This design comes from an exercise in tuning for small area, a short achievable clock period and few clock cycles per item on the open sky130 flow, not from production work.
Where RTL was checked, it was by simulation tests only, not by an equivalence proof against the original.
Power and IR drop assume default switching activity.

== TR ==
==> flow/design.v <==
package tsbd_pkg;
    localparam logic [1:0] FMT_RGBA8888 = 2'd0;
    localparam logic [1:0] FMT_RGBA4444 = 2'd1;
    localparam logic [1:0] FMT_RGB565   = 2'd2;
    localparam logic [1:0] FMT_RGBA5551 = 2'd3;
endpackage
module texel_stream_to_bgra_decoder_core (
    input  logic        aclk,
    input  logic        aresetn,
    input  logic        cfg_wr_en,
    input  logic [2:0]  cfg_addr,
    input  logic [13:0] cfg_wdata,
    input  logic        s_valid,
    output logic        s_ready,
    input  logic [31:0] s_texel_word,
    output logic        m_valid,
    input  logic        m_ready,
    output logic [23:0] m_pixel_index,
    output logic [7:0]  m_blue,
    output logic [7:0]  m_green,
    output logic [7:0]  m_red,
    output logic [7:0]  m_alpha,
    output logic        m_image_end
);
    logic [1:0]  fmt_reg;
    logic        tiled_reg;
    logic [11:0] wm1_reg;    
    logic [11:0] hm1_reg;    
    logic [12:0] pm1_reg;    
    logic [12:0] x_reg;
    logic [11:0] y_reg;
    logic [23:0] l_reg;
    logic [23:0] t_reg;
    logic        xin_reg;    
    logic        yin_reg;    
    logic        pge_reg;    
    logic        skid_v;
    logic        rdy_reg;    
    logic [31:0] skid_word;
    logic        m_v;
    logic [23:0] m_idx;
    logic [7:0]  m_b, m_g, m_r, m_a;
    logic        m_end;
    logic        cfg_hit, acc, out_free, keep, endp, adv, load_out;
    logic        xw, yh, xp, x_last, y_last, cend, rend;
    logic [12:0] xp1;
    logic [11:0] yp1;
    logic [23:0] l_plus_w;
    logic [31:0] src_word;
    logic [7:0]  dec_b, dec_g, dec_r, dec_a;
    function automatic logic [11:0] dim_m1(input logic [12:0] d);
        if (d[12])              dim_m1 = 12'hFFF;
        else if (d[11:0] == '0) dim_m1 = 12'd0;
        else                    dim_m1 = d[11:0] - 12'd1;
    endfunction
    function automatic logic [12:0] pitch_m1(input logic [13:0] d);
        if (d[13])              pitch_m1 = 13'h1FFF;
        else if (d[12:0] == '0) pitch_m1 = 13'd0;
        else                    pitch_m1 = d[12:0] - 13'd1;
    endfunction
    assign cfg_hit  = cfg_wr_en && (cfg_addr <= 3'd4);
    assign s_ready  = rdy_reg;
    assign acc      = s_valid && !skid_v;
    assign out_free = !m_v || m_ready;
    assign xp1 = x_reg + 13'd1;
    assign yp1 = y_reg + 12'd1;
    assign xw  = (x_reg == {1'b0, wm1_reg});
    assign yh  = (y_reg == hm1_reg);
    assign xp  = (x_reg == pm1_reg);
    assign keep = xin_reg && yin_reg;
    assign endp = xw && yh;
    assign load_out = out_free && (skid_v || (acc && keep));
    assign adv      = (skid_v && out_free) || (acc && (!keep || out_free));
    assign x_last = xw || !xin_reg;
    assign y_last = yh || !yin_reg;
    assign cend   = tiled_reg ? (&x_reg[4:0]) : (x_last && (xp || pge_reg));
    assign rend   = tiled_reg ? (&y_reg[4:0]) : 1'b1;
    assign l_plus_w = l_reg + {12'd0, wm1_reg} + 24'd1;
    always_ff @(posedge aclk) begin
        if (!aresetn) begin
            fmt_reg   <= 2'd1;
            tiled_reg <= 1'b0;
            wm1_reg   <= 12'd0;
            hm1_reg   <= 12'd0;
            pm1_reg   <= 13'd0;
        end else if (cfg_wr_en) begin
            case (cfg_addr)
                3'd0: fmt_reg   <= cfg_wdata[1:0];
                3'd1: tiled_reg <= cfg_wdata[0];
                3'd2: wm1_reg   <= dim_m1(cfg_wdata[12:0]);
                3'd3: hm1_reg   <= dim_m1(cfg_wdata[12:0]);
                3'd4: pm1_reg   <= pitch_m1(cfg_wdata);
                default: ;
            endcase
        end
    end
    always_ff @(posedge aclk) begin
        if (!aresetn || cfg_hit) begin
            x_reg   <= '0;
            y_reg   <= '0;
            l_reg   <= '0;
            t_reg   <= '0;
            xin_reg <= 1'b1;
            yin_reg <= 1'b1;
            pge_reg <= 1'b0;
        end else if (adv) begin
            if (!cend) begin
                x_reg   <= xp1;
                xin_reg <= xin_reg && !xw;
                pge_reg <= pge_reg || xp;
            end else if (tiled_reg && !rend) begin
                x_reg   <= {x_reg[12:5], 5'd0};
                xin_reg <= 1'b1;
                y_reg   <= yp1;
                yin_reg <= yin_reg && !yh;
                l_reg   <= l_plus_w;
            end else if (tiled_reg && !x_last) begin
                x_reg   <= xp1;
                xin_reg <= 1'b1;
                y_reg   <= {y_reg[11:5], 5'd0};
                yin_reg <= 1'b1;
                l_reg   <= t_reg;
            end else if (!y_last) begin
                x_reg   <= '0;
                xin_reg <= 1'b1;
                pge_reg <= 1'b0;
                y_reg   <= yp1;
                yin_reg <= 1'b1;
                l_reg   <= l_plus_w;
                t_reg   <= l_plus_w;
            end else begin
                x_reg   <= '0;
                xin_reg <= 1'b1;
                pge_reg <= 1'b0;
                y_reg   <= '0;
                yin_reg <= 1'b1;
                l_reg   <= '0;
                t_reg   <= '0;
            end
        end
    end
    assign src_word = skid_v ? skid_word : s_texel_word;
    always_comb begin
        case (fmt_reg)
            2'd0: begin
                dec_r = src_word[7:0];
                dec_g = src_word[15:8];
                dec_b = src_word[23:16];
                dec_a = src_word[31:24];
            end
            2'd1: begin
                dec_a = {src_word[3:0], src_word[3:0]};
                dec_b = {src_word[7:4], src_word[7:4]};
                dec_g = {src_word[11:8], src_word[11:8]};
                dec_r = {src_word[15:12], src_word[15:12]};
            end
            2'd2: begin
                dec_b = {src_word[4:0], src_word[4:2]};
                dec_g = {src_word[10:5], src_word[10:9]};
                dec_r = {src_word[15:11], src_word[15:13]};
                dec_a = 8'hFF;
            end
            default: begin
                dec_a = src_word[0] ? 8'hFF : 8'h00;
                dec_b = {src_word[5:1], src_word[5:3]};
                dec_g = {src_word[10:6], src_word[10:8]};
                dec_r = {src_word[15:11], src_word[15:13]};
            end
        endcase
    end
    always_ff @(posedge aclk) begin
        if (!aresetn) begin
            skid_v  <= 1'b0;
            rdy_reg <= 1'b1;
            m_v     <= 1'b0;
        end else begin
            if (skid_v) begin
                skid_v  <= !out_free;
                rdy_reg <= out_free;
            end else begin
                skid_v  <= acc && keep && !out_free;
                rdy_reg <= !(acc && keep && !out_free);
            end
            if (out_free) m_v <= skid_v || (acc && keep);
        end
    end
    always_ff @(posedge aclk) begin
        if (!skid_v) skid_word <= s_texel_word;
    end
    always_ff @(posedge aclk) begin
        if (load_out) begin
            m_idx <= l_reg + {12'd0, x_reg[11:0]};
            m_end <= endp;
            m_b   <= dec_b;
            m_g   <= dec_g;
            m_r   <= dec_r;
            m_a   <= dec_a;
        end
    end
    assign m_valid       = m_v;
    assign m_pixel_index = m_idx;
    assign m_blue        = m_b;
    assign m_green       = m_g;
    assign m_red         = m_r;
    assign m_alpha       = m_a;
    assign m_image_end   = m_end;
endmodule
==> flow/config.mk <==
export PLATFORM = sky130hd
export DESIGN_NAME = texel_stream_to_bgra_decoder_core
export DESIGN_NICKNAME = texel_stream_to_bgra_decoder_core
export VERILOG_FILES = /design/flow/design.v
export SDC_FILE = /design/flow/constraint.sdc
export NUM_CORES = 4
export LEC_CHECK = 0
export CAP_MARGIN = 20
export CORE_MARGIN = 2
export CORE_UTILIZATION = 65
export CTS_CLUSTER_DIAMETER = 80
export CTS_CLUSTER_SIZE = 24
export PLACE_DENSITY = 0.75
export SETUP_SLACK_MARGIN = 4.0
export SLEW_MARGIN = 20
==> flow/constraint.sdc <==
create_clock -name core_clock -period 6.5 [get_ports {aclk}]
set_input_delay 1.3000 -clock core_clock [delete_from_list [all_inputs] [get_ports {aclk}]]
set_output_delay 1.3000 -clock core_clock [all_outputs]
set_load 0.01 [all_outputs]
standard.sh (not shown) runs the stock make flow with config.mk's settings and CLKGATE_MAP_FILE= SYNTH_SCRIPT=/design/flow/synth_recipe.tcl, a recipe that flattens the netlist after the stock synthesis.
==> flow/flow/run.sh <==
#!/bin/bash
# Standard layout, with the port buffers inserted as buf_2 cells.
cp standard.sh standard_sh.log
cp config.mk config_mk.log
export BUFFER_PORTS_ARGS="-buffer_cell sky130_fd_sc_hd__buf_2"
bash standard.sh > standard.log 2>&1
Testbench counts of TR, summed over its fixed seeds: cycles 210,358, pixels 165,777.
#### Input delta (JK over TR)
--- a/flow/design.v
+++ b/flow/design.v
@@ -32,12 +32,15 @@
     logic [23:0] l_reg;
     logic [23:0] t_reg;
     logic        xin_reg;    
     logic        yin_reg;    
     logic        pge_reg;    
     logic        skid_v;
+    logic        cfg_we_r;
+    logic [2:0]  cfg_addr_r;
+    logic [13:0] cfg_wdata_r;
     logic        rdy_reg;    
     logic [31:0] skid_word;
     logic        m_v;
     logic [23:0] m_idx;
     logic [7:0]  m_b, m_g, m_r, m_a;
     logic        m_end;
@@ -55,15 +58,15 @@
     endfunction
     function automatic logic [12:0] pitch_m1(input logic [13:0] d);
         if (d[13])              pitch_m1 = 13'h1FFF;
         else if (d[12:0] == '0) pitch_m1 = 13'd0;
         else                    pitch_m1 = d[12:0] - 13'd1;
     endfunction
-    assign cfg_hit  = cfg_wr_en && (cfg_addr <= 3'd4);
+    assign cfg_hit  = cfg_we_r && (cfg_addr_r <= 3'd4);
     assign s_ready  = rdy_reg;
-    assign acc      = s_valid && !skid_v;
+    assign acc      = s_valid && rdy_reg;
     assign out_free = !m_v || m_ready;
     assign xp1 = x_reg + 13'd1;
     assign yp1 = y_reg + 12'd1;
     assign xw  = (x_reg == {1'b0, wm1_reg});
     assign yh  = (y_reg == hm1_reg);
     assign xp  = (x_reg == pm1_reg);
@@ -72,27 +75,34 @@
     assign load_out = out_free && (skid_v || (acc && keep));
     assign adv      = (skid_v && out_free) || (acc && (!keep || out_free));
     assign x_last = xw || !xin_reg;
     assign y_last = yh || !yin_reg;
     assign cend   = tiled_reg ? (&x_reg[4:0]) : (x_last && (xp || pge_reg));
     assign rend   = tiled_reg ? (&y_reg[4:0]) : 1'b1;
-    assign l_plus_w = l_reg + {12'd0, wm1_reg} + 24'd1;
+    logic [24:0] l_plus_w_c;
+    assign l_plus_w_c = {l_reg, 1'b1} + {12'd0, wm1_reg, 1'b1};
+    assign l_plus_w   = l_plus_w_c[24:1];
+    always_ff @(posedge aclk) begin
+        cfg_we_r    <= aresetn && cfg_wr_en;
+        cfg_addr_r  <= cfg_addr;
+        cfg_wdata_r <= cfg_wdata;
+    end
     always_ff @(posedge aclk) begin
         if (!aresetn) begin
             fmt_reg   <= 2'd1;
             tiled_reg <= 1'b0;
             wm1_reg   <= 12'd0;
             hm1_reg   <= 12'd0;
             pm1_reg   <= 13'd0;
-        end else if (cfg_wr_en) begin
-            case (cfg_addr)
-                3'd0: fmt_reg   <= cfg_wdata[1:0];
-                3'd1: tiled_reg <= cfg_wdata[0];
-                3'd2: wm1_reg   <= dim_m1(cfg_wdata[12:0]);
-                3'd3: hm1_reg   <= dim_m1(cfg_wdata[12:0]);
-                3'd4: pm1_reg   <= pitch_m1(cfg_wdata);
+        end else if (cfg_we_r) begin
+            case (cfg_addr_r)
+                3'd0: fmt_reg   <= cfg_wdata_r[1:0];
+                3'd1: tiled_reg <= cfg_wdata_r[0];
+                3'd2: wm1_reg   <= dim_m1(cfg_wdata_r[12:0]);
+                3'd3: hm1_reg   <= dim_m1(cfg_wdata_r[12:0]);
+                3'd4: pm1_reg   <= pitch_m1(cfg_wdata_r);
                 default: ;
             endcase
         end
     end
     always_ff @(posedge aclk) begin
         if (!aresetn || cfg_hit) begin
@@ -176,13 +186,14 @@
         end else begin
             if (skid_v) begin
                 skid_v  <= !out_free;
                 rdy_reg <= out_free;
             end else begin
                 skid_v  <= acc && keep && !out_free;
-                rdy_reg <= !(acc && keep && !out_free);
+                rdy_reg <= !(acc && keep && !out_free) &&
+                           !(cfg_wr_en && (cfg_addr <= 3'd4));
             end
             if (out_free) m_v <= skid_v || (acc && keep);
         end
     end
     always_ff @(posedge aclk) begin
         if (!skid_v) skid_word <= s_texel_word;
==> notes.md <==
TR closes out successfully: all stages finished, all timing, DRC and antenna checks passed. JK went all the way through the flow, and no timing, DRC or antenna check failed. [compare] base=TR new=JK: fmax moved down, sequential power has increased. From JK to TR, number of nets with antenna violations after detailed routing did not move at all. Relative to TR, total chip power has gone up in JK. JK against TR: non-clock buffer total of the final layout lost 2, required arrival time at the worst endpoint lost 30 ps, worst IR drop on VDD picked up an extra about 22%, total number of vias lost about 5%. JK ends up with lower layout overhead on the synthesized area than TR does. Run comparison: JK launch point of the worst path m_ready; TR launch point of the worst path cfg_wdata[7]. In the final design statistics, JK uses fewer standard cells in total than TR.
The RTL of JK was laid out without a check of its function.


// texel_stream_to_bgra_decoder_core: RTL as listed in full above, without the edits since
==> flow/config.mk <==
export PLATFORM = sky130hd
export DESIGN_NAME = texel_stream_to_bgra_decoder_core
export DESIGN_NICKNAME = texel_stream_to_bgra_decoder_core
export VERILOG_FILES = /design/flow/design.v
export SDC_FILE = /design/flow/constraint.sdc
export NUM_CORES = 4
export LEC_CHECK = 0
export CAP_MARGIN = 20
export CORE_MARGIN = 2
export CORE_UTILIZATION = 65
export CTS_CLUSTER_DIAMETER = 80
export CTS_CLUSTER_SIZE = 24
export PLACE_DENSITY = 0.75
export SETUP_SLACK_MARGIN = 3.7
export SLEW_MARGIN = 20
==> flow/constraint.sdc <==
create_clock -name core_clock -period 6.5 [get_ports {aclk}]
set_input_delay 1.3000 -clock core_clock [delete_from_list [all_inputs] [get_ports {aclk}]]
set_output_delay 1.3000 -clock core_clock [all_outputs]
set_load 0.01 [all_outputs]
Scripts as last shown in full above: flow/flow/run.sh
Testbench counts at the start, summed over its fixed seeds: cycles 210,358, pixels 165,777.
Edit:
--- a/flow/design.v
+++ b/flow/design.v
@@ -31,9 +31,12 @@
     logic [11:0] y_reg;
     logic [23:0] l_reg;
-    logic [23:0] t_reg;
+    logic [23:5] t_reg;
     logic        xin_reg;    
     logic        yin_reg;    
     logic        pge_reg;    
     logic        skid_v;
+    logic        cfg_we_r;
+    logic [2:0]  cfg_addr_r;
+    logic [13:0] cfg_wdata_r;
     logic        rdy_reg;    
     logic [31:0] skid_word;
@@ -59,7 +62,7 @@
         else                    pitch_m1 = d[12:0] - 13'd1;
     endfunction
-    assign cfg_hit  = cfg_wr_en && (cfg_addr <= 3'd4);
+    assign cfg_hit  = cfg_we_r && (cfg_addr_r <= 3'd4);
     assign s_ready  = rdy_reg;
-    assign acc      = s_valid && !skid_v;
+    assign acc      = s_valid && rdy_reg;
     assign out_free = !m_v || m_ready;
     assign xp1 = x_reg + 13'd1;
@@ -76,5 +79,12 @@
     assign cend   = tiled_reg ? (&x_reg[4:0]) : (x_last && (xp || pge_reg));
     assign rend   = tiled_reg ? (&y_reg[4:0]) : 1'b1;
-    assign l_plus_w = l_reg + {12'd0, wm1_reg} + 24'd1;
+    logic [24:0] l_plus_w_c;
+    assign l_plus_w_c = {l_reg, 1'b1} + {12'd0, wm1_reg, 1'b1};
+    assign l_plus_w   = l_plus_w_c[24:1];
+    always_ff @(posedge aclk) begin
+        cfg_we_r    <= aresetn && cfg_wr_en;
+        cfg_addr_r  <= cfg_addr;
+        cfg_wdata_r <= cfg_wdata;
+    end
     always_ff @(posedge aclk) begin
         if (!aresetn) begin
@@ -84,11 +94,11 @@
             hm1_reg   <= 12'd0;
             pm1_reg   <= 13'd0;
-        end else if (cfg_wr_en) begin
-            case (cfg_addr)
-                3'd0: fmt_reg   <= cfg_wdata[1:0];
-                3'd1: tiled_reg <= cfg_wdata[0];
-                3'd2: wm1_reg   <= dim_m1(cfg_wdata[12:0]);
-                3'd3: hm1_reg   <= dim_m1(cfg_wdata[12:0]);
-                3'd4: pm1_reg   <= pitch_m1(cfg_wdata);
+        end else if (cfg_we_r) begin
+            case (cfg_addr_r)
+                3'd0: fmt_reg   <= cfg_wdata_r[1:0];
+                3'd1: tiled_reg <= cfg_wdata_r[0];
+                3'd2: wm1_reg   <= dim_m1(cfg_wdata_r[12:0]);
+                3'd3: hm1_reg   <= dim_m1(cfg_wdata_r[12:0]);
+                3'd4: pm1_reg   <= pitch_m1(cfg_wdata_r);
                 default: ;
             endcase
@@ -120,5 +130,5 @@
                 y_reg   <= {y_reg[11:5], 5'd0};
                 yin_reg <= 1'b1;
-                l_reg   <= t_reg;
+                l_reg   <= {t_reg, 5'd0};
             end else if (!y_last) begin
                 x_reg   <= '0;
@@ -128,5 +138,5 @@
                 yin_reg <= 1'b1;
                 l_reg   <= l_plus_w;
-                t_reg   <= l_plus_w;
+                t_reg   <= l_plus_w[23:5];
             end else begin
                 x_reg   <= '0;
@@ -180,5 +190,6 @@
             end else begin
                 skid_v  <= acc && keep && !out_free;
-                rdy_reg <= !(acc && keep && !out_free);
+                rdy_reg <= !(acc && keep && !out_free) &&
+                           !(cfg_wr_en && (cfg_addr <= 3'd4));
             end
             if (out_free) m_v <= skid_v || (acc && keep);
After rerunning: The changed run went through all stages and came out clean; register-to-register slack is better by 0.02 ns; non-clock buffer count goes up by 3; die area goes down by 1.2%; synthesized cell count decreases by 5.1%; setup slack gets better by 0.064 ns; hold slack degrades by 0.0078 ns; sequential power increases by about 9%; combinational power goes up by 38%; clock skew went down by 0.010 ns; clock power is lower by about 2%; utilization grows by 1.6 points; final cell count goes down by 3.5%; critical path depth fell by 3.
Testbench counts after the change, summed over its fixed seeds: cycles 210,454, pixels 165,777.

separate check: timing with driven ports:
The results above use ideal ports. As a check the final layouts listed here were re-extracted and re-timed, cells and wires unchanged. Step 1 sets driving cells, clkbuf_16 on the clock port and buf_2 on the other inputs (assumed; they add their load-dependent delay and slew). Step 2 moves the port delays by t, midway between the first and last clock arrival at a register: inputs arrive t later, outputs are due t later. That takes back most of the time a late clock gives input paths. a / b / c = no drivers / after step 1 / after step 2; a / b = the first two.
run | t, ns | slack for setup (ns) | hold WS [ns] | clock arrival spread, ns | slew at the worst register clock pin (ns)
TR | 0.518 | 3.902 / 3.913 / 3.395 | 0.471 / 0.471 / 0.471 | 0.018 / 0.019 | 0.10 / 0.10
JK | 0.514 | 3.728 / 3.728 / 3.213 | 0.467 / 0.467 / 0.467 | 0.025 / 0.025 | 0.11 / 0.11
the first run of note 2 | 0.510 | 3.744 / 3.769 / 3.259 | 0.466 / 0.466 / 0.466 | 0.030 / 0.030 | 0.10 / 0.10
the second run of note 2 | 0.514 | 3.808 / 3.808 / 3.338 | 0.458 / 0.458 / 0.458 | 0.022 / 0.021 | 0.10 / 0.10
After both steps setup and hold are still met in every run listed. The setup slack of JK, which loses most, moves by 0.000 ns with the drivers and by -0.515 ns with both steps.
